This design comes from an exercise in tuning for small area, a short achievable clock period and few clock cycles per item on the open sky130 flow, not from production work.
Only simulation tests tie the RTL to the original design; equivalence was not proved.
Power and IR drop assume default switching activity.

==> flow/design.v, too long to show whole: its modules and the start of the top module <==
// module gil_front: 105 lines
// module gil_sqtree: 1286 lines
// module gil_divider: 57 lines
// module gil_back: 397 lines
// module gillespie_reaction_step_core: 161 lines
module gillespie_reaction_step_core #(
   parameter int COUNT_WIDTH = 16
) (
   input  logic         clock,
   input  logic         reset,
   input  logic         req_tvalid,
   output logic         req_tready,
   input  logic [63:0]  req_tdata,
   output logic         rsp_tvalid,
   input  logic         rsp_tready,
   output logic [151:0] rsp_tdata,
   input  logic         csr_valid,
   output logic         csr_ready,
   input  logic [3:0]   csr_index,
   input  logic [31:0]  csr_data
);
  // ...
==> flow/run.sh <==
#!/bin/bash
# synth_recipe.tcl (not shown) runs the flow's synth.tcl, then flattens the netlist and writes it again
# the make line also repeats each setting of config.mk as NAME=value (left out here)
make -C /OpenROAD-flow-scripts/flow DESIGN_CONFIG=/design/flow/config.mk WORK_HOME=/design/flow/orfs CLKGATE_MAP_FILE= SYNTH_SCRIPT=/design/flow/synth_recipe.tcl finish
==> flow/config.mk <==
export PLATFORM = sky130hd
export DESIGN_NAME = gillespie_reaction_step_core
export DESIGN_NICKNAME = gillespie_reaction_step_core
export VERILOG_FILES = /design/flow/design.v
export SDC_FILE = /design/flow/constraint.sdc
export NUM_CORES = 4
export LEC_CHECK = 0
export CAP_MARGIN = 20
export CORE_MARGIN = 2
export CORE_UTILIZATION = 40
export SETUP_SLACK_MARGIN = 5
export SLEW_MARGIN = 20
==> flow/constraint.sdc <==
create_clock -name core_clock -period 12.0 [get_ports {clock}]
set_input_delay 2.4000 -clock core_clock [delete_from_list [all_inputs] [get_ports {clock}]]
set_output_delay 2.4000 -clock core_clock [all_outputs]
set_load 0.01 [all_outputs]
==> summary.txt, run 1 <==
Clocking
  • Hold buffers post-CTS: 0
  • Worst-Skew Late Latency: 0.85 ns
  • H-tree level count: 4
  • Resize count post-CTS: 0
  • CTS root buf: clkbuf_16

Critical path
  • CP Max Fanout: 51
  • Worst path arrival time: 7.58 ns
  • FF-to-FF path depth: 19
  • Setup crit start: u_back.st[3]

Placed design
  • I/O Buffers: 223
  • Cells after DPL: between 10k and 15k

Yosys
  • Synthesized area per cell: approximately 8.5 um2
  • Distinct cells, synth: 100
  • Mapped Area: ~96000 um2
  • Adder-cell share of the synthesized area: 15.8%
  • Area leader, netlist: dfxtp_1
  • Largest family of logic cells by synthesized area: compound AO/OA/AOI/OAI gates
  • Warnings, synthesis: 4

Global route
  • Total Routing Usage GR: 28.5%
  • Initial antenna violation count: 18
  • Met3 GRT Util: under 10%

Final layout
  • Largest registers: o_time (64), u_front.cs_s (59), u_front.cs_c (58)
  • Flip-flop and latch count: 1339
  • Final instance area: 107000 um2
  • Most flop-heavy register: o_time
  • Final core utilization: 44.5%

Pwr
  • Seq pwr share: a little over a quarter
  • Switching share of power: 43.3%
  • Clock Power Share: 21.5%

Die
  • Core ar.: roughly 240000 um2
  • DIE WIDTH: ~500 um
  • Tapcell Cnt: between 3k and 4k
  • Die H: 494 um
  • Row Count: 180

STA
  • Max Fclk: about 0.15 GHz
  • Max Slew Vio Count: 0

Outcome
  • Status: finished clean

Detailed routing
  • Vias per std cell: 6.11
  • DR top layer: met5
  • Residual DRC: 0

Flow run
  • Max-cap violations: 0

Worst hold path
  • Worst hold stages: 0
Testbench counts, summed over its fixed seeds: cycles 46,440, items 1,280.
==> module gil_front, before the edit <==
module gil_front (
   input  logic        clock,
   input  logic        reset,
   input  logic        in_valid,
   output logic        in_ready,
   input  logic [31:0] uniform_time,
   input  logic [31:0] uniform_pick,
   output logic        out_valid,
   input  logic        out_ready,
   output logic [31:0] out_frac,
   output logic [5:0]  out_k,
   output logic [31:0] out_pick
);
   logic [2:0]  r_st;
   logic [32:0] r_x;
   logic [5:0]  r_k;
   logic [31:0] r_pick;
   logic [32:0] n1_x, n2_x;
   logic [5:0]  n1_k, n2_k;
   logic [30:0] ma;
   logic        va, vb;
   logic [31:0] fa, fb;
   logic [5:0]  ka, kb, ca, cb;
   logic [31:0] pa, pb;
   logic [61:0] cs_s, cs_c, ts, tc, sum;
   logic [30:0] mnew;
   logic        sbit, cont, park, load;
   logic        ta, tb, lt, et;
   assign in_ready = (r_st == 3'd0);
   always_comb begin
      n1_x = r_x;
      n1_k = r_k;
      if (n1_x[32:17] == 16'd0) begin n1_x = {n1_x[16:0], 16'b0}; n1_k = n1_k + 6'd16; end
      if (n1_x[32:25] == 8'd0)  begin n1_x = {n1_x[24:0], 8'b0};  n1_k = n1_k + 6'd8;  end
      if (n1_x[32:29] == 4'd0)  begin n1_x = {n1_x[28:0], 4'b0};  n1_k = n1_k + 6'd4;  end
      n2_x = r_x;
      n2_k = r_k;
      if (n2_x[32:31] == 2'd0)  begin n2_x = {n2_x[30:0], 2'b0};  n2_k = n2_k + 6'd2;  end
      if (!n2_x[32])            begin n2_x = {n2_x[31:0], 1'b0};  n2_k = n2_k + 6'd1;  end
      if (!n2_x[32])            begin n2_x = {n2_x[31:0], 1'b0};  n2_k = n2_k + 6'd1;  end
   end
   gil_sqtree u_tree (.m(ma), .s(ts), .c(tc));
   assign sum  = cs_s + cs_c;
   assign sbit = sum[61];
   assign mnew = sbit ? sum[61:31] : sum[60:30];
   assign out_valid = vb && (cb == 6'd32) && (tb == et);
   assign out_frac  = fb;
   assign out_k     = kb;
   assign out_pick  = pb;
   assign cont = vb && (cb != 6'd32);
   assign park = vb && (cb == 6'd32) && !(out_valid && out_ready);
   assign load = !cont && !park && (r_st == 3'd4);
   always_ff @(posedge clock) begin
      if (reset) begin
         r_st <= 3'd0;
      end else begin
         unique case (r_st)
            3'd0: if (in_valid) r_st <= 3'd1;
            3'd1: r_st <= 3'd2;
            3'd2: r_st <= 3'd3;
            3'd3: r_st <= 3'd4;
            3'd4: if (load) r_st <= 3'd0;
            default: r_st <= 3'd0;
         endcase
      end
      unique case (r_st)
         3'd0: begin
            r_x    <= {1'b0, uniform_time};
            r_k    <= 6'd0;
            r_pick <= uniform_pick;
         end
         3'd1: r_x <= r_x + 33'd1;
         3'd2: begin r_x <= n1_x; r_k <= n1_k; end
         3'd3: begin r_x <= n2_x; r_k <= n2_k; end
         default: begin
         end
      endcase
   end
   always_ff @(posedge clock) begin
      if (reset) begin
         va <= 1'b0;
         vb <= 1'b0;
         lt <= 1'b0;
         et <= 1'b0;
      end else begin
         va <= cont || park || load;
         vb <= va;
         if (load) lt <= !lt;
         if (out_valid && out_ready) et <= !et;
      end
      tb   <= ta;
      ta   <= load ? lt : tb;
      cs_s <= ts;
      cs_c <= tc;
      fb   <= fa;
      kb   <= ka;
      cb   <= ca;
      pb   <= pa;
      ma   <= load ? r_x[32:2] : mnew;
      ka   <= load ? r_k : kb;
      pa   <= load ? r_pick : pb;
      fa   <= load ? 32'd0 : (cont ? {fb[30:0], sbit} : fb);
      ca   <= load ? 6'd0 : (cont ? cb + 6'd1 : cb);
   end
endmodule
==> module gil_back, before the edit <==
module gil_back (
   input  logic        clock,
   input  logic        reset,
   input  logic        rc_go,
   input  logic [31:0] cfg_ind,
   input  logic [31:0] cfg_hkp,
   input  logic [31:0] cfg_dec,
   input  logic [31:0] cfg_mx,
   input  logic [31:0] cfg_half,
   input  logic        in_valid,
   output logic        in_ready,
   input  logic [31:0] in_frac,
   input  logic [5:0]  in_k,
   input  logic [31:0] in_pick,
   output logic        h_valid,
   input  logic        h_ready,
   output logic [37:0] h_ln,
   output logic [50:0] h_a0,
   output logic [3:0]  h_fired,
   output logic        h_satc,
   output logic [15:0] c_hk,
   output logic [15:0] c_hka,
   output logic [15:0] c_out,
   output logic        kd_start,
   output logic [50:0] kd_rem0,
   output logic [53:0] kd_d0,
   output logic [50:0] kd_dvs,
   input  logic        div_busy,
   input  logic [53:0] div_q
);
   localparam logic [4:0] S_WAIT = 5'd0,  S_MUL = 5'd1,  S_MULF = 5'd2,
                          S_C0 = 5'd3,    S_C1 = 5'd4,   S_C2 = 5'd5,
                          S_C3 = 5'd6,    S_C4 = 5'd7,   S_HOLD = 5'd8,
                          S_U1 = 5'd9,    S_U2 = 5'd10,  S_U3 = 5'd11,
                          S_U4 = 5'd12,   S_A0 = 5'd13,  S_A1 = 5'd14,
                          S_A2 = 5'd15,   S_A3 = 5'd16,  S_A4 = 5'd17,
                          R_KI = 5'd18,   R_LP1 = 5'd19, R_LP6 = 5'd20,
                          R_LP7 = 5'd21,  R_WK = 5'd22,  R_LP2 = 5'd23,
                          R_KID = 5'd24;
   localparam logic [2:0] M_ITEM = 3'd0, M_KI = 3'd1, M_P1 = 3'd2, M_P6 = 3'd3,
                          M_P7 = 3'd4, M_P2 = 3'd5;
   localparam logic [31:0] LN2 = gil_pkg::LN2_Q32;
   logic [4:0]  st, st_n;
   logic [2:0]  mode, mode_n;
   logic [3:0]  mcnt, mcnt_n;
   logic [53:0] acc, acc_n;
   logic [50:0] a0, a0_n;
   logic [31:0] pk, pk_n;
   logic        yprev, yprev_n;
   logic [3:0]  fired, fired_n;
   logic [47:0] p1, p1_n, p2, p2_n, p6, p6_n, p7, p7_n;
   logic [31:0] kap, kap_n;
   logic        kap_nz, kap_nz_n;
   logic [15:0] hk, hk_n, hka, hka_n, outc, outc_n;
   logic        uhk_en, uhk_neg, uhka_en, uhka_neg, uout_en, uout_neg;
   logic        uhk_en_n, uhk_neg_n, uhka_en_n, uhka_neg_n, uout_en_n, uout_neg_n;
   logic        m_busy, ln_done;
   logic [37:0] lv, la;
   logic [4:0]  lcnt;
   logic        xs_acc, xs_nacc, ys_a0, ys_2a0, ys_p1, ys_p2, ys_p6, ys_p7,
                ys_hkp, ys_dec, ys_kap, yneg;
   logic        xs_acc_n, xs_nacc_n, ys_a0_n, ys_2a0_n, ys_p1_n, ys_p2_n, ys_p6_n,
                ys_p7_n, ys_hkp_n, ys_dec_n, ys_kap_n, yneg_n;
   logic [53:0] xv, yv, sum;
   logic [47:0] usel, urate, usum;
   logic        uneg;
   logic [32:0] den;
   logic        den_nz, accept, hand, ln2bit, neg_acc;
   logic [38:0] lsum;
   logic [2:0]  bd;
   assign den     = {1'b0, cfg_ind} + {1'b0, cfg_half};
   assign den_nz  = (cfg_ind != 32'd0) || (cfg_half != 32'd0);
   assign neg_acc = acc[53];
   always_comb begin
      xv = ({54{xs_acc}} & acc) | ({54{xs_nacc}} & ~acc);
      yv = ({54{ys_a0}}  & {3'b0, a0}) |
           ({54{ys_2a0}} & {2'b0, a0, 1'b0}) |
           ({54{ys_p1}}  & {6'b0, p1}) |
           ({54{ys_p2}}  & {6'b0, p2}) |
           ({54{ys_p6}}  & {6'b0, p6}) |
           ({54{ys_p7}}  & {6'b0, p7}) |
           ({54{ys_hkp}} & {22'b0, cfg_hkp}) |
           ({54{ys_dec}} & {22'b0, cfg_dec}) |
           ({54{ys_kap}} & {22'b0, kap});
   end
   assign sum = xv + (yneg ? ~yv : yv) + {53'b0, yneg};
   always_comb begin
      unique case (st)
         S_U1:    begin usel = p1; uneg = uhk_neg; end
         S_U2:    begin usel = p2; uneg = uhk_neg; end
         S_U3:    begin usel = p7; uneg = uhka_neg; end
         default: begin usel = p6; uneg = uout_neg; end
      endcase
      urate = {16'b0, (st == S_U2) ? kap : cfg_dec};
   end
   assign usum = usel + (uneg ? ~urate : urate) + {47'b0, uneg};
   assign ln2bit = LN2[lcnt];
   assign lsum   = {1'b0, la} + (ln2bit ? {1'b0, lv} : 39'd0);
   assign in_ready = !m_busy && !rc_go &&
                     (st == S_WAIT || st == S_U1 || st == S_U2 || st == S_U3 || st == S_U4);
   assign accept   = in_valid && in_ready;
   assign h_valid  = m_busy && ln_done && (st == S_HOLD);
   assign hand     = h_valid && h_ready;
   assign h_ln     = la;
   assign h_a0     = a0;
   assign h_fired  = fired;
   assign h_satc   = ((fired == 4'd0) && (hk == 16'hFFFF)) ||
                     ((fired == 4'd2) && (hka == 16'hFFFF)) ||
                     ((fired == 4'd5) && (outc == 16'hFFFF));
   assign c_hk     = hk;
   assign c_hka    = hka;
   assign c_out    = outc;
   assign kd_start = (st == R_KID) && kap_nz;
   assign kd_rem0  = {19'b0, acc[31:0]};
   assign kd_d0    = {pk, 22'b0};
   assign kd_dvs   = {18'b0, den};
   always_ff @(posedge clock) begin
      if (reset) begin
         m_busy  <= 1'b0;
         ln_done <= 1'b0;
      end else if (accept) begin
         m_busy  <= 1'b1;
         ln_done <= 1'b0;
      end else begin
         if (hand) m_busy <= 1'b0;
         if (m_busy && !ln_done && lcnt == 5'd31) ln_done <= 1'b1;
      end
      if (accept) begin
         lv   <= {in_k, 32'b0} - {6'b0, in_frac};
         la   <= '0;
         lcnt <= 5'd3;
      end else if (m_busy && !ln_done) begin
         la   <= lsum[38:1];
         lcnt <= lcnt + 5'd1;
      end
   end
   always_comb begin
      st_n     = st;
      mode_n   = mode;
      mcnt_n   = mcnt;
      acc_n    = acc;
      a0_n     = a0;
      pk_n     = pk;
      yprev_n  = yprev;
      fired_n  = fired;
      p1_n     = p1;
      p2_n     = p2;
      p6_n     = p6;
      p7_n     = p7;
      kap_n    = kap;
      kap_nz_n = kap_nz;
      hk_n     = hk;
      hka_n    = hka;
      outc_n   = outc;
      uhk_en_n   = uhk_en;
      uhk_neg_n  = uhk_neg;
      uhka_en_n  = uhka_en;
      uhka_neg_n = uhka_neg;
      uout_en_n  = uout_en;
      uout_neg_n = uout_neg;
      if (accept) pk_n = in_pick;
      unique case (st)
         S_WAIT: begin
            if (m_busy) begin
               if (a0 == '0) begin
                  fired_n = 4'd8;
                  st_n    = S_HOLD;
               end else begin
                  acc_n   = '0;
                  yprev_n = 1'b0;
                  mcnt_n  = 4'd0;
                  mode_n  = M_ITEM;
                  st_n    = S_MUL;
               end
            end
         end
         S_MUL: begin
            acc_n   = {sum[53], sum[53], sum[53:2]};
            pk_n    = {sum[1:0], pk[31:2]};
            yprev_n = pk[1];
            mcnt_n  = mcnt + 4'd1;
            if (mcnt == 4'd15) st_n = S_MULF;
         end
         S_MULF: begin
            acc_n = sum;
            unique case (mode)
               M_ITEM: st_n = S_C0;
               M_KI: begin
                  kap_nz_n = den_nz;
                  if (!den_nz) kap_n = '0;
                  st_n = R_KID;
               end
               M_P1: begin p1_n = {sum[15:0], pk}; st_n = R_LP6; end
               M_P6: begin p6_n = {sum[15:0], pk}; st_n = R_LP7; end
               M_P7: begin p7_n = {sum[15:0], pk}; st_n = R_WK; end
               default: begin p2_n = {sum[15:0], pk}; st_n = S_A0; end
            endcase
         end
         S_C0: begin acc_n = sum; st_n = S_C1; end
         S_C1: begin
            if (!neg_acc) begin fired_n = 4'd0; st_n = S_HOLD; end
            else begin acc_n = sum; st_n = S_C2; end
         end
         S_C2: begin
            if (!neg_acc) begin fired_n = 4'd1; st_n = S_HOLD; end
            else begin acc_n = sum; st_n = S_C3; end
         end
         S_C3: begin
            if (!neg_acc) begin fired_n = 4'd2; st_n = S_HOLD; end
            else begin acc_n = sum; st_n = S_C4; end
         end
         S_C4: begin
            fired_n = neg_acc ? 4'd7 : 4'd6;
            st_n    = S_HOLD;
         end
         S_HOLD: begin
            if (hand) begin
               acc_n = sum;
               if (fired == 4'd8) begin
                  st_n = S_WAIT;
               end else begin
                  st_n = S_U1;
                  uhk_en_n   = ((fired == 4'd0) && (hk != 16'hFFFF)) ||
                               ((fired == 4'd1 || fired == 4'd2) && (hk != 16'd0));
                  uhk_neg_n  = (fired != 4'd0);
                  uhka_en_n  = ((fired == 4'd2) && (hka != 16'hFFFF)) ||
                               ((fired == 4'd3 || fired == 4'd4 || fired == 4'd7) && (hka != 16'd0));
                  uhka_neg_n = (fired != 4'd2);
                  uout_en_n  = ((fired == 4'd5) && (outc != 16'hFFFF)) ||
                               ((fired == 4'd6) && (outc != 16'd0));
                  uout_neg_n = (fired != 4'd5);
                  if (fired == 4'd0) begin
                     if (hk != 16'hFFFF) hk_n = hk + 16'd1;
                  end else if (fired == 4'd1 || fired == 4'd2) begin
                     if (hk != 16'd0) hk_n = hk - 16'd1;
                  end
                  if (fired == 4'd2) begin
                     if (hka != 16'hFFFF) hka_n = hka + 16'd1;
                  end else if (fired == 4'd3 || fired == 4'd4 || fired == 4'd7) begin
                     if (hka != 16'd0) hka_n = hka - 16'd1;
                  end
                  if (fired == 4'd5) begin
                     if (outc != 16'hFFFF) outc_n = outc + 16'd1;
                  end else if (fired == 4'd6) begin
                     if (outc != 16'd0) outc_n = outc - 16'd1;
                  end
               end
            end
         end
         S_U1: begin acc_n = sum; if (uhk_en) p1_n = usum; st_n = S_U2; end
         S_U2: begin acc_n = sum; if (uhk_en) p2_n = usum; st_n = S_U3; end
         S_U3: begin acc_n = sum; if (uhka_en) p7_n = usum; st_n = S_U4; end
         S_U4: begin a0_n = sum[50:0]; if (uout_en) p6_n = usum; st_n = S_WAIT; end
         S_A0: begin acc_n = sum; st_n = S_A1; end
         S_A1: begin acc_n = sum; st_n = S_A2; end
         S_A2: begin acc_n = sum; st_n = S_A3; end
         S_A3: begin acc_n = sum; st_n = S_A4; end
         S_A4: begin a0_n = sum[50:0]; st_n = S_WAIT; end
         R_KI: begin
            a0_n = {19'b0, cfg_mx}; pk_n = cfg_ind; acc_n = '0; yprev_n = 1'b0;
            mcnt_n = 4'd0; mode_n = M_KI; st_n = S_MUL;
         end
         R_KID: st_n = R_LP1;
         R_LP1: begin
            a0_n = {35'b0, hk}; pk_n = cfg_dec; acc_n = '0; yprev_n = 1'b0;
            mcnt_n = 4'd0; mode_n = M_P1; st_n = S_MUL;
         end
         R_LP6: begin
            a0_n = {35'b0, outc}; pk_n = cfg_dec; acc_n = '0; yprev_n = 1'b0;
            mcnt_n = 4'd0; mode_n = M_P6; st_n = S_MUL;
         end
         R_LP7: begin
            a0_n = {35'b0, hka}; pk_n = cfg_dec; acc_n = '0; yprev_n = 1'b0;
            mcnt_n = 4'd0; mode_n = M_P7; st_n = S_MUL;
         end
         R_WK: begin
            if (!div_busy) begin
               if (kap_nz) kap_n = div_q[31:0];
               st_n = R_LP2;
            end
         end
         R_LP2: begin
            a0_n = {35'b0, hk}; pk_n = kap; acc_n = '0; yprev_n = 1'b0;
            mcnt_n = 4'd0; mode_n = M_P2; st_n = S_MUL;
         end
         default: st_n = S_WAIT;
      endcase
      if (rc_go) st_n = R_KI;
   end
   always_comb begin
      xs_acc_n  = 1'b0;
      xs_nacc_n = 1'b0;
      ys_a0_n   = 1'b0;
      ys_2a0_n  = 1'b0;
      ys_p1_n   = 1'b0;
      ys_p2_n   = 1'b0;
      ys_p6_n   = 1'b0;
      ys_p7_n   = 1'b0;
      ys_hkp_n  = 1'b0;
      ys_dec_n  = 1'b0;
      ys_kap_n  = 1'b0;
      yneg_n    = 1'b0;
      bd        = {pk_n[1], pk_n[0], yprev_n};
      unique case (st_n)
         S_MUL: begin
            xs_acc_n = 1'b1;
            unique case (bd)
               3'b001, 3'b010: ys_a0_n = 1'b1;
               3'b011:         ys_2a0_n = 1'b1;
               3'b100:         begin ys_2a0_n = 1'b1; yneg_n = 1'b1; end
               3'b101, 3'b110: begin ys_a0_n = 1'b1;  yneg_n = 1'b1; end
               default: begin
               end
            endcase
         end
         S_MULF: begin xs_acc_n = 1'b1; ys_a0_n = yprev_n; end
         S_C0:   begin xs_nacc_n = 1'b1; ys_hkp_n = 1'b1; end
         S_C1:   begin xs_acc_n = 1'b1; ys_p1_n = 1'b1; end
         S_C2:   begin xs_acc_n = 1'b1; ys_p2_n = 1'b1; end
         S_C3:   begin xs_acc_n = 1'b1; ys_p6_n = 1'b1; end
         S_HOLD: ys_a0_n = 1'b1;
         S_U1:   begin xs_acc_n = 1'b1; ys_dec_n = uhk_en_n;  yneg_n = uhk_en_n && uhk_neg_n; end
         S_U2:   begin xs_acc_n = 1'b1; ys_kap_n = uhk_en_n;  yneg_n = uhk_en_n && uhk_neg_n; end
         S_U3:   begin xs_acc_n = 1'b1; ys_dec_n = uhka_en_n; yneg_n = uhka_en_n && uhka_neg_n; end
         S_U4:   begin xs_acc_n = 1'b1; ys_dec_n = uout_en_n; yneg_n = uout_en_n && uout_neg_n; end
         S_A0:   ys_hkp_n = 1'b1;
         S_A1:   begin xs_acc_n = 1'b1; ys_p1_n = 1'b1; end
         S_A2:   begin xs_acc_n = 1'b1; ys_p2_n = 1'b1; end
         S_A3:   begin xs_acc_n = 1'b1; ys_p6_n = 1'b1; end
         S_A4:   begin xs_acc_n = 1'b1; ys_p7_n = 1'b1; end
         default: begin
         end
      endcase
   end
   always_ff @(posedge clock) begin
      mode     <= mode_n;
      mcnt     <= mcnt_n;
      acc      <= acc_n;
      pk       <= pk_n;
      yprev    <= yprev_n;
      fired    <= fired_n;
      kap_nz   <= kap_nz_n;
      uhk_en   <= uhk_en_n;
      uhk_neg  <= uhk_neg_n;
      uhka_en  <= uhka_en_n;
      uhka_neg <= uhka_neg_n;
      uout_en  <= uout_en_n;
      uout_neg <= uout_neg_n;
      if (reset) begin
         st      <= S_WAIT;
         a0      <= 51'd65536;
         p1      <= '0;
         p2      <= '0;
         p6      <= '0;
         p7      <= '0;
         kap     <= 32'd32768;
         hk      <= '0;
         hka     <= '0;
         outc    <= '0;
         xs_acc  <= 1'b0;
         xs_nacc <= 1'b0;
         ys_a0   <= 1'b0;
         ys_2a0  <= 1'b0;
         ys_p1   <= 1'b0;
         ys_p2   <= 1'b0;
         ys_p6   <= 1'b0;
         ys_p7   <= 1'b0;
         ys_hkp  <= 1'b0;
         ys_dec  <= 1'b0;
         ys_kap  <= 1'b0;
         yneg    <= 1'b0;
      end else begin
         st      <= st_n;
         a0      <= a0_n;
         p1      <= p1_n;
         p2      <= p2_n;
         p6      <= p6_n;
         p7      <= p7_n;
         kap     <= kap_n;
         hk      <= hk_n;
         hka     <= hka_n;
         outc    <= outc_n;
         xs_acc  <= xs_acc_n;
         xs_nacc <= xs_nacc_n;
         ys_a0   <= ys_a0_n;
         ys_2a0  <= ys_2a0_n;
         ys_p1   <= ys_p1_n;
         ys_p2   <= ys_p2_n;
         ys_p6   <= ys_p6_n;
         ys_p7   <= ys_p7_n;
         ys_hkp  <= ys_hkp_n;
         ys_dec  <= ys_dec_n;
         ys_kap  <= ys_kap_n;
         yneg    <= yneg_n;
      end
   end
endmodule
==> run 2, diff against run 1 <==
--- a/flow/design.v
+++ b/flow/design.v
@@ -23,8 +23,8 @@
    logic [31:0] r_pick;
-   logic [32:0] n1_x, n2_x;
-   logic [5:0]  n1_k, n2_k;
+   logic [32:0] n1_x, n2_x, n3_x;
+   logic [5:0]  n1_k, n2_k, n3_k;
    logic [30:0] ma;
    logic        va, vb;
-   logic [31:0] fa, fb;
-   logic [5:0]  ka, kb, ca, cb;
+   logic [32:0] fa, fb;
+   logic [5:0]  ka, kb;
    logic [31:0] pa, pb;
@@ -40,8 +40,10 @@
       if (n1_x[32:25] == 8'd0)  begin n1_x = {n1_x[24:0], 8'b0};  n1_k = n1_k + 6'd8;  end
-      if (n1_x[32:29] == 4'd0)  begin n1_x = {n1_x[28:0], 4'b0};  n1_k = n1_k + 6'd4;  end
       n2_x = r_x;
       n2_k = r_k;
+      if (n2_x[32:29] == 4'd0)  begin n2_x = {n2_x[28:0], 4'b0};  n2_k = n2_k + 6'd4;  end
       if (n2_x[32:31] == 2'd0)  begin n2_x = {n2_x[30:0], 2'b0};  n2_k = n2_k + 6'd2;  end
-      if (!n2_x[32])            begin n2_x = {n2_x[31:0], 1'b0};  n2_k = n2_k + 6'd1;  end
-      if (!n2_x[32])            begin n2_x = {n2_x[31:0], 1'b0};  n2_k = n2_k + 6'd1;  end
+      n3_x = r_x;
+      n3_k = r_k;
+      if (!n3_x[32])            begin n3_x = {n3_x[31:0], 1'b0};  n3_k = n3_k + 6'd1;  end
+      if (!n3_x[32])            begin n3_x = {n3_x[31:0], 1'b0};  n3_k = n3_k + 6'd1;  end
    end
@@ -51,9 +53,9 @@
    assign mnew = sbit ? sum[61:31] : sum[60:30];
-   assign out_valid = vb && (cb == 6'd32) && (tb == et);
-   assign out_frac  = fb;
+   assign out_valid = vb && fb[32] && (tb == et);
+   assign out_frac  = fb[31:0];
    assign out_k     = kb;
    assign out_pick  = pb;
-   assign cont = vb && (cb != 6'd32);
-   assign park = vb && (cb == 6'd32) && !(out_valid && out_ready);
-   assign load = !cont && !park && (r_st == 3'd4);
+   assign cont = vb && !fb[32];
+   assign park = vb && fb[32] && !(out_valid && out_ready);
+   assign load = !cont && !park && (r_st == 3'd5);
    always_ff @(posedge clock) begin
@@ -67,3 +69,4 @@
             3'd3: r_st <= 3'd4;
-            3'd4: if (load) r_st <= 3'd0;
+            3'd4: r_st <= 3'd5;
+            3'd5: if (load) r_st <= 3'd0;
             default: r_st <= 3'd0;
@@ -80,2 +83,3 @@
          3'd3: begin r_x <= n2_x; r_k <= n2_k; end
+         3'd4: begin r_x <= n3_x; r_k <= n3_k; end
          default: begin
@@ -102,3 +106,2 @@
       kb   <= ka;
-      cb   <= ca;
       pb   <= pa;
@@ -107,4 +110,3 @@
       pa   <= load ? r_pick : pb;
-      fa   <= load ? 32'd0 : (cont ? {fb[30:0], sbit} : fb);
-      ca   <= load ? 6'd0 : (cont ? cb + 6'd1 : cb);
+      fa   <= load ? 33'd1 : (cont ? {fb[31:0], sbit} : fb);
    end
@@ -1523,2 +1525,3 @@
                 ys_p7_n, ys_hkp_n, ys_dec_n, ys_kap_n, yneg_n;
+   logic        us_p1, us_p2, us_p7, us_p6, in_rdy;
    logic [53:0] xv, yv, sum;
@@ -1527,3 +1530,3 @@
    logic [32:0] den;
-   logic        den_nz, accept, hand, ln2bit, neg_acc;
+   logic        den_nz, accept, hand, ln2bit, lkz, neg_acc;
    logic [38:0] lsum;
@@ -1547,15 +1550,10 @@
    always_comb begin
-      unique case (st)
-         S_U1:    begin usel = p1; uneg = uhk_neg; end
-         S_U2:    begin usel = p2; uneg = uhk_neg; end
-         S_U3:    begin usel = p7; uneg = uhka_neg; end
-         default: begin usel = p6; uneg = uout_neg; end
-      endcase
-      urate = {16'b0, (st == S_U2) ? kap : cfg_dec};
+      usel  = ({48{us_p1}} & p1) | ({48{us_p2}} & p2) | ({48{us_p7}} & p7) |
+              ({48{us_p6}} & p6);
+      uneg  = (us_p1 || us_p2) ? uhk_neg : (us_p7 ? uhka_neg : uout_neg);
+      urate = {16'b0, us_p2 ? kap : cfg_dec};
    end
    assign usum = usel + (uneg ? ~urate : urate) + {47'b0, uneg};
-   assign ln2bit = LN2[lcnt];
-   assign lsum   = {1'b0, la} + (ln2bit ? {1'b0, lv} : 39'd0);
-   assign in_ready = !m_busy && !rc_go &&
-                     (st == S_WAIT || st == S_U1 || st == S_U2 || st == S_U3 || st == S_U4);
+   assign lsum   = {1'b0, la} + (ln2bit ? {1'b0, lv} : 39'd0) + {38'b0, ln2bit && !lkz};
+   assign in_ready = in_rdy && !rc_go;
    assign accept   = in_valid && in_ready;
@@ -1588,8 +1586,11 @@
       if (accept) begin
-         lv   <= {in_k, 32'b0} - {6'b0, in_frac};
-         la   <= '0;
-         lcnt <= 5'd3;
+         lkz    <= (in_k == 6'd0);
+         lv     <= (in_k == 6'd0) ? 38'd0 : {in_k - 6'd1, ~in_frac};
+         la     <= '0;
+         lcnt   <= 5'd3;
+         ln2bit <= LN2[3];
       end else if (m_busy && !ln_done) begin
-         la   <= lsum[38:1];
-         lcnt <= lcnt + 5'd1;
+         la     <= lsum[38:1];
+         lcnt   <= lcnt + 5'd1;
+         ln2bit <= LN2[lcnt + 5'd1];
       end
@@ -1641,3 +1642,4 @@
             mcnt_n  = mcnt + 4'd1;
-            if (mcnt == 4'd15) st_n = S_MULF;
+            if (mcnt == 4'd15 || (mode != M_ITEM && mode != M_KI && mcnt == 4'd7))
+               st_n = S_MULF;
          end
@@ -1652,6 +1654,6 @@
                end
-               M_P1: begin p1_n = {sum[15:0], pk}; st_n = R_LP6; end
-               M_P6: begin p6_n = {sum[15:0], pk}; st_n = R_LP7; end
-               M_P7: begin p7_n = {sum[15:0], pk}; st_n = R_WK; end
-               default: begin p2_n = {sum[15:0], pk}; st_n = S_A0; end
+               M_P1: begin p1_n = {sum[31:0], pk[31:16]}; st_n = R_LP6; end
+               M_P6: begin p6_n = {sum[31:0], pk[31:16]}; st_n = R_LP7; end
+               M_P7: begin p7_n = {sum[31:0], pk[31:16]}; st_n = R_WK; end
+               default: begin p2_n = {sum[31:0], pk[31:16]}; st_n = S_A0; end
             endcase
@@ -1724,3 +1726,3 @@
          R_LP1: begin
-            a0_n = {35'b0, hk}; pk_n = cfg_dec; acc_n = '0; yprev_n = 1'b0;
+            a0_n = {19'b0, cfg_dec}; pk_n = {16'b0, hk}; acc_n = '0; yprev_n = 1'b0;
             mcnt_n = 4'd0; mode_n = M_P1; st_n = S_MUL;
@@ -1728,3 +1730,3 @@
          R_LP6: begin
-            a0_n = {35'b0, outc}; pk_n = cfg_dec; acc_n = '0; yprev_n = 1'b0;
+            a0_n = {19'b0, cfg_dec}; pk_n = {16'b0, outc}; acc_n = '0; yprev_n = 1'b0;
             mcnt_n = 4'd0; mode_n = M_P6; st_n = S_MUL;
@@ -1732,3 +1734,3 @@
          R_LP7: begin
-            a0_n = {35'b0, hka}; pk_n = cfg_dec; acc_n = '0; yprev_n = 1'b0;
+            a0_n = {19'b0, cfg_dec}; pk_n = {16'b0, hka}; acc_n = '0; yprev_n = 1'b0;
             mcnt_n = 4'd0; mode_n = M_P7; st_n = S_MUL;
@@ -1742,3 +1744,3 @@
          R_LP2: begin
-            a0_n = {35'b0, hk}; pk_n = kap; acc_n = '0; yprev_n = 1'b0;
+            a0_n = {19'b0, kap}; pk_n = {16'b0, hk}; acc_n = '0; yprev_n = 1'b0;
             mcnt_n = 4'd0; mode_n = M_P2; st_n = S_MUL;
@@ -1795,2 +1797,9 @@
    always_ff @(posedge clock) begin
+      in_rdy   <= !reset && !(accept || (m_busy && !hand)) &&
+                  (st_n == S_WAIT || st_n == S_U1 || st_n == S_U2 || st_n == S_U3 ||
+                   st_n == S_U4);
+      us_p1    <= (st_n == S_U1);
+      us_p2    <= (st_n == S_U2);
+      us_p7    <= (st_n == S_U3);
+      us_p6    <= (st_n == S_U4);
       mode     <= mode_n;
==> flow/flow/run.sh (new file) <==
#!/bin/bash
export SETUP_SLACK_MARGIN=7.5
bash standard.sh > standard.log 2>&1
==> flow/standard.sh (new file) <==
#!/bin/bash
# synth_recipe.tcl (not shown) runs the flow's synth.tcl, then flattens the netlist and writes it again
# the make line also repeats each setting of config.mk as NAME=value (left out here)
make -C /OpenROAD-flow-scripts/flow DESIGN_CONFIG=/design/flow/config.mk WORK_HOME=/design/flow/orfs CLKGATE_MAP_FILE= SYNTH_SCRIPT=/design/flow/synth_recipe.tcl "${@:-finish}"
--- a/flow/config.mk
+++ b/flow/config.mk
@@ -10,3 +10,2 @@
 export CORE_UTILIZATION = 40
-export SETUP_SLACK_MARGIN = 5
 export SLEW_MARGIN = 20
removed: flow/run.sh
==> summary.txt, run 2 <==
Critical path
  • Critical Path Source Type: register (unchanged)
  • Max incr delay on CP: 0.51 ns (was 0.89 ns)
  • Critical path class: register to register (unchanged)
  • Crit. End Element: register (unchanged)
  • FF-to-FF Start: u_divider.d[53] (was u_back.st[3])
  • CP Data Required Time: 12.54 ns (was 12.70 ns)
  • Worst path arrival time: 5.27 ns (was 7.58 ns)
  • CP top delay family: compound AO/OA/AOI/OAI gates (unchanged)
  • CP Max Fanout: 7 (was 51)
  • Worst Path Buf+Inv: 7 (was 2)
  • Crit-path slowest cell: fa_1 (was nor2_4)
  • Crit-path cells: buf_12 -> fa_1 -> inv_1 -> ha_2 -> inv_2 -> fa_2 -> a211oi_2 -> nor2_1 -> o211ai_1 -> buf_4 -> a2111oi_4 -> nor3_4 -> a31oi_4 -> a32oi_4 -> buf_6 -> o31ai_4 -> buf_6 -> buf_12 -> mux2_4 -> a21oi_2 -> a21oi_1 (was or3b_1 -> nor2_4 -> buf_4 -> a22o_1 -> a221o_1 -> ha_1 -> a21o_1 -> a21oi_1 -> o211ai_1 -> a41o_1 -> nand2_1 -> a211oi_1 -> o31ai_1 -> buf_4 -> o211ai_1 -> a311oi_1 -> o41ai_1 -> xor2_1 -> a221o_1)
  • Setup crit start: u_divider.d[53] (was u_back.st[3])

Global route
  • Vias in the first global route: 86.1k (was 84.8k)
  • First-pass GRT wire length: 568000 um (was 537000 um)
  • Total Routing Usage GR: 30.6% (was 28.5%)
  • Initial antenna violation count: 37 (was 18)
  • Total gr overflow: 0 (unchanged)
  • Maximum number of pins on one net before global-route repair: 182 (was 117)

Yosys
  • Synth async-reset ratio: 0% (unchanged)
  • Number of synthesized flops with an enable pin: 373 (was 372)
  • Distinct cells, synth: 103 (was 100)
  • Cell with the most instances after synthesis: nand2_1 (unchanged)
  • Synthesis-stage register bit count: 1336 (was 1339)
  • Synthesized area per cell: 8.52 um2 (was 8.48 um2)
  • Largest cells by area after synthesis: dfxtp_1 20%, edfxtp_1 12%, fa_1 8.8% (unchanged)
  • Mapped Cells: 11.3k (about the same)
  • Area leader, netlist: dfxtp_1 (unchanged)
  • Top cells by count, synth: 1496 x nand2_1, 963 x dfxtp_1, 868 x a21oi_1, 824 x nor2_1, 665 x inv_1 (was 1538 x nand2_1, 967 x dfxtp_1, 932 x a21oi_1, 806 x nor2_1, 649 x clkbuf_1)
  • Mapped Area: 96100 um2 (was 96200 um2)
  • Post-synth top area share: 20.1% (about the same)
  • Top FF cell, synth: dfxtp_1 (unchanged)
  • Seq/Total Area, Yosys: 31.7% (about the same)
  • Warnings, synthesis: 4 (unchanged)

Placed design
  • DP Area: 101000 um2 (about the same)
  • Post-DP HPWL: 276000 um (was 259000 um)
  • GP Congestion: 0.991 (was 1.00)
  • I/O Buffers: 223 (unchanged)
  • Cells after DPL: 14.1k (was 14.2k)

Final layout
  • Share of cells above drive strength 1: 9.81% (was 5.64%)
  • Commonest non-fill, non-tap cell in the layout: nand2_1 (unchanged)
  • Commonest cells after routing, fill and taps aside: 1475 x nand2_1, 915 x dfxtp_1, 830 x a21oi_1 (was 1530 x nand2_1, 946 x dfxtp_1, 926 x a21oi_1)
  • Area grow syn2layout: 15.0% (was 10.8%)
  • Largest registers: o_time (64), u_front.cs_s (59), u_front.cs_c (58) (unchanged)
  • Most flop-heavy register: o_time (unchanged)
  • Final core utilization: 46.3% (was 44.5%)
  • Largest register FFs: 64 (unchanged)
  • Final std cells w/o fill: 14.6k (was 14.5k)
  • Final instance area: 111000 um2 (was 107000 um2)
  • Final Net Count: 12.3k (was 12.2k)

Clocking
  • H-tree level count: 4 (unchanged)
  • CTS tree: built (unchanged)
  • Number of CTS-inserted buffers: 156 (was 154)
  • CTS Sinks: 1336 (was 1339)
  • Worst-Skew Late Latency: 0.86 ns (was 0.85 ns)
  • CTS root buf: clkbuf_16 (unchanged)
  • CTS Buffer Depth: 3 (unchanged)
  • Clock transition at the registers of the reported paths: 0.06 ns (about the same)

Pwr
  • Worst vdd ir: 0.471 mV (was 0.305 mV)
  • Leakage: 0.0450 uW (was 0.0435 uW)
  • PwrDens: 222 nW/um2 (was 218 nW/um2)
  • Design Power: 24600 uW (was 23200 uW)

Detailed routing
  • Detail Route Antenna Nets: 0 (unchanged)
  • Vias post-DR: 90.5k (was 88.7k)
  • Vias per std cell: 6.20 (was 6.11)
  • Wirelength per Cell: 26.8 um (was 24.8 um)
  • Iteration-0 DRC Markers: 11.2k (was 10.8k)
  • WL final: 392000 um (was 359000 um)
  • First drt pass iteration count: 13 (was 11)
  • Residual DRC: 0 (unchanged)

STA
  • Min Clock Period, post-route: 4.72 ns (was 6.88 ns)
  • Fin. Hold Viols: 0 (unchanged)
  • Setup TNS: 0 ns (unchanged)
  • Max Slew Vio Count: 0 (unchanged)
  • Clock skew: 0.0500 ns (was 0.0657 ns)
  • Least-Margin Pin Slew: 1.32 ns (was 1.36 ns)
  • RSZ-0062 raised after global routing: true (unchanged)
  • Period utilisation layout: 39.4% (was 57.3%)
  • Max Fclk: 0.212 GHz (was 0.145 GHz)
  • Final Setup Violations: 0 (unchanged)
  • Slew headroom: 11.9% (was 9.02%)

Die
  • Initial core utilization: 40.3% (was 40.1%)
  • Die H: 494 um (about the same)
  • Die Footprint: 244000 um2 (was 245000 um2)
  • IO Pins: 260 (unchanged)
  • Row Count: 179 (was 180)
  • DIE WIDTH: 494 um (about the same)
  • Core ar.: 239000 um2 (was 240000 um2)

Outcome
  • Status: finished clean (unchanged)

Worst hold path
  • Worst Hold Class: register to register (unchanged)
  • Hold path startpoint: u_front.pa[29] (was u_front.pa[9])

Flow run
  • Max-cap violations: 0 (unchanged)
-- run 2: per-stage QoR --
step                      setup WS [ns]  hold slack (ns)
after floorplan                    7.57            0.310
after global placement             6.49            0.310
after detailed placement           6.44            0.312
after CTS                          7.44            0.309
after global routing               7.15            0.313
final                              7.28            0.313
-- run 2: layout make-up --
type,instances,area (um2)
Clock buffer,214,4470
Antenna cell,21,52.6
Timing Repair Buffer,541,5510
Clock inverter,77,922
Tap cell,3167,3960
Fill cell,22911,128000
Inverter,668,2530
Multi-Input combinational cell,8575,62500
Sequential cell,1336,30600
-- run 2: power by group --
part / leakage [uW] / internal [uW] / switching (uW) / total [uW]
Sequential: 0.0113 / 5540 / 809 / 6350
Clock: 0.00265 / 2900 / 2150 / 5050
Combinational: 0.0310 / 5380 / 7820 / 13200
Total: 0.0450 / 13800 / 10800 / 24600
-- run 2: final timing paths --
| check | end | slack [ns] | cells after the start |
|---|---|---|---|
| worst max-delay path | u_divider.rem[2] | 7.28 | 21 |
| worst min register to register | u_front.pb[29] | 0.31 | 0 |
| worst min-delay path | u_front.pb[29] | 0.31 | 0 |
| worst max register to register | u_divider.rem[2] | 7.28 | 21 |
-- run 2: routing by layer --
layer  share of wire, %  global-route usage (%)  vias up  routed length [um]
li1                   -                       -    40116                   -
met1                 40                    39.8    44278              157000
met2                 44                    47.7     4950              172000
met3                 10                    6.93     1121               40000
met4                5.9                    15.6       14               23000
met5              0.024                   0.372        -                  93
-- run 2: worst reg2reg max path, delay by kind of cell, from the launching register on --
family / cells / cell delay (ns)
compound gates: 8 / 1.57
fa+ha+maj: 3 / 0.90
buf+inv: 7 / 0.93
flops: 1 / 0.41
mux: 1 / 0.35
simple gates: 2 / 0.26
-- run 2: cell families after synthesis --
logic type / after synthesis / share of synthesized area [%]
flops: 1336 / 31.7
fa+ha+maj: 957 / 15.8
other cells: 2 / 0.00781
simple gates: 3684 / 17.6
mux: 241 / 2.72
xor+xnor: 543 / 4.95
buf+inv: 1406 / 5.69
compound gates: 3113 / 21.6
-- run 2: timing repair --
action,4_1_cts,5_1_grt
hold buffers,0,0
endpoints found under the hold margin,0,0
gates cloned,14,10
setup buffers,86,68
resized for setup,249,264
setup endpoints to repair,410,363
pin swaps,76,152
Testbench counts of run 2, summed over its fixed seeds: cycles 45,576, items 1,280.

-- what the ideal ports hide --
The results above use ideal ports. As a check the final layouts listed here were re-extracted and re-timed, cells and wires unchanged. Step 1 assumes that a clkbuf_16 drives the clock port and a buf_2 every other input. Step 2, shift: input delay + t, output delay - t, t = (earliest + latest rising clock arrival at the registers) / 2. This alone moves slack from input paths to output paths. a / b / c = no drivers / after step 1 / after step 2; a / b = the first two.
| run | shift t [ns] | setup WS [ns] | worst hold slack (ns) | worst data-port slew with drivers (ns) |
|---|---|---|---|---|
| run 1 | 0.914 | 5.120 / 5.120 / 5.120 | 0.309 / 0.309 / 0.309 | 0.08 |
| run 2 | 0.936 | 7.278 / 7.278 / 6.750 | 0.313 / 0.313 / 0.313 | 0.18 |
After both steps every run listed still meets setup and hold. For run 2, which loses most, drivers alone change the setup slack by 0.000 ns; drivers and shift together by -0.528 ns.
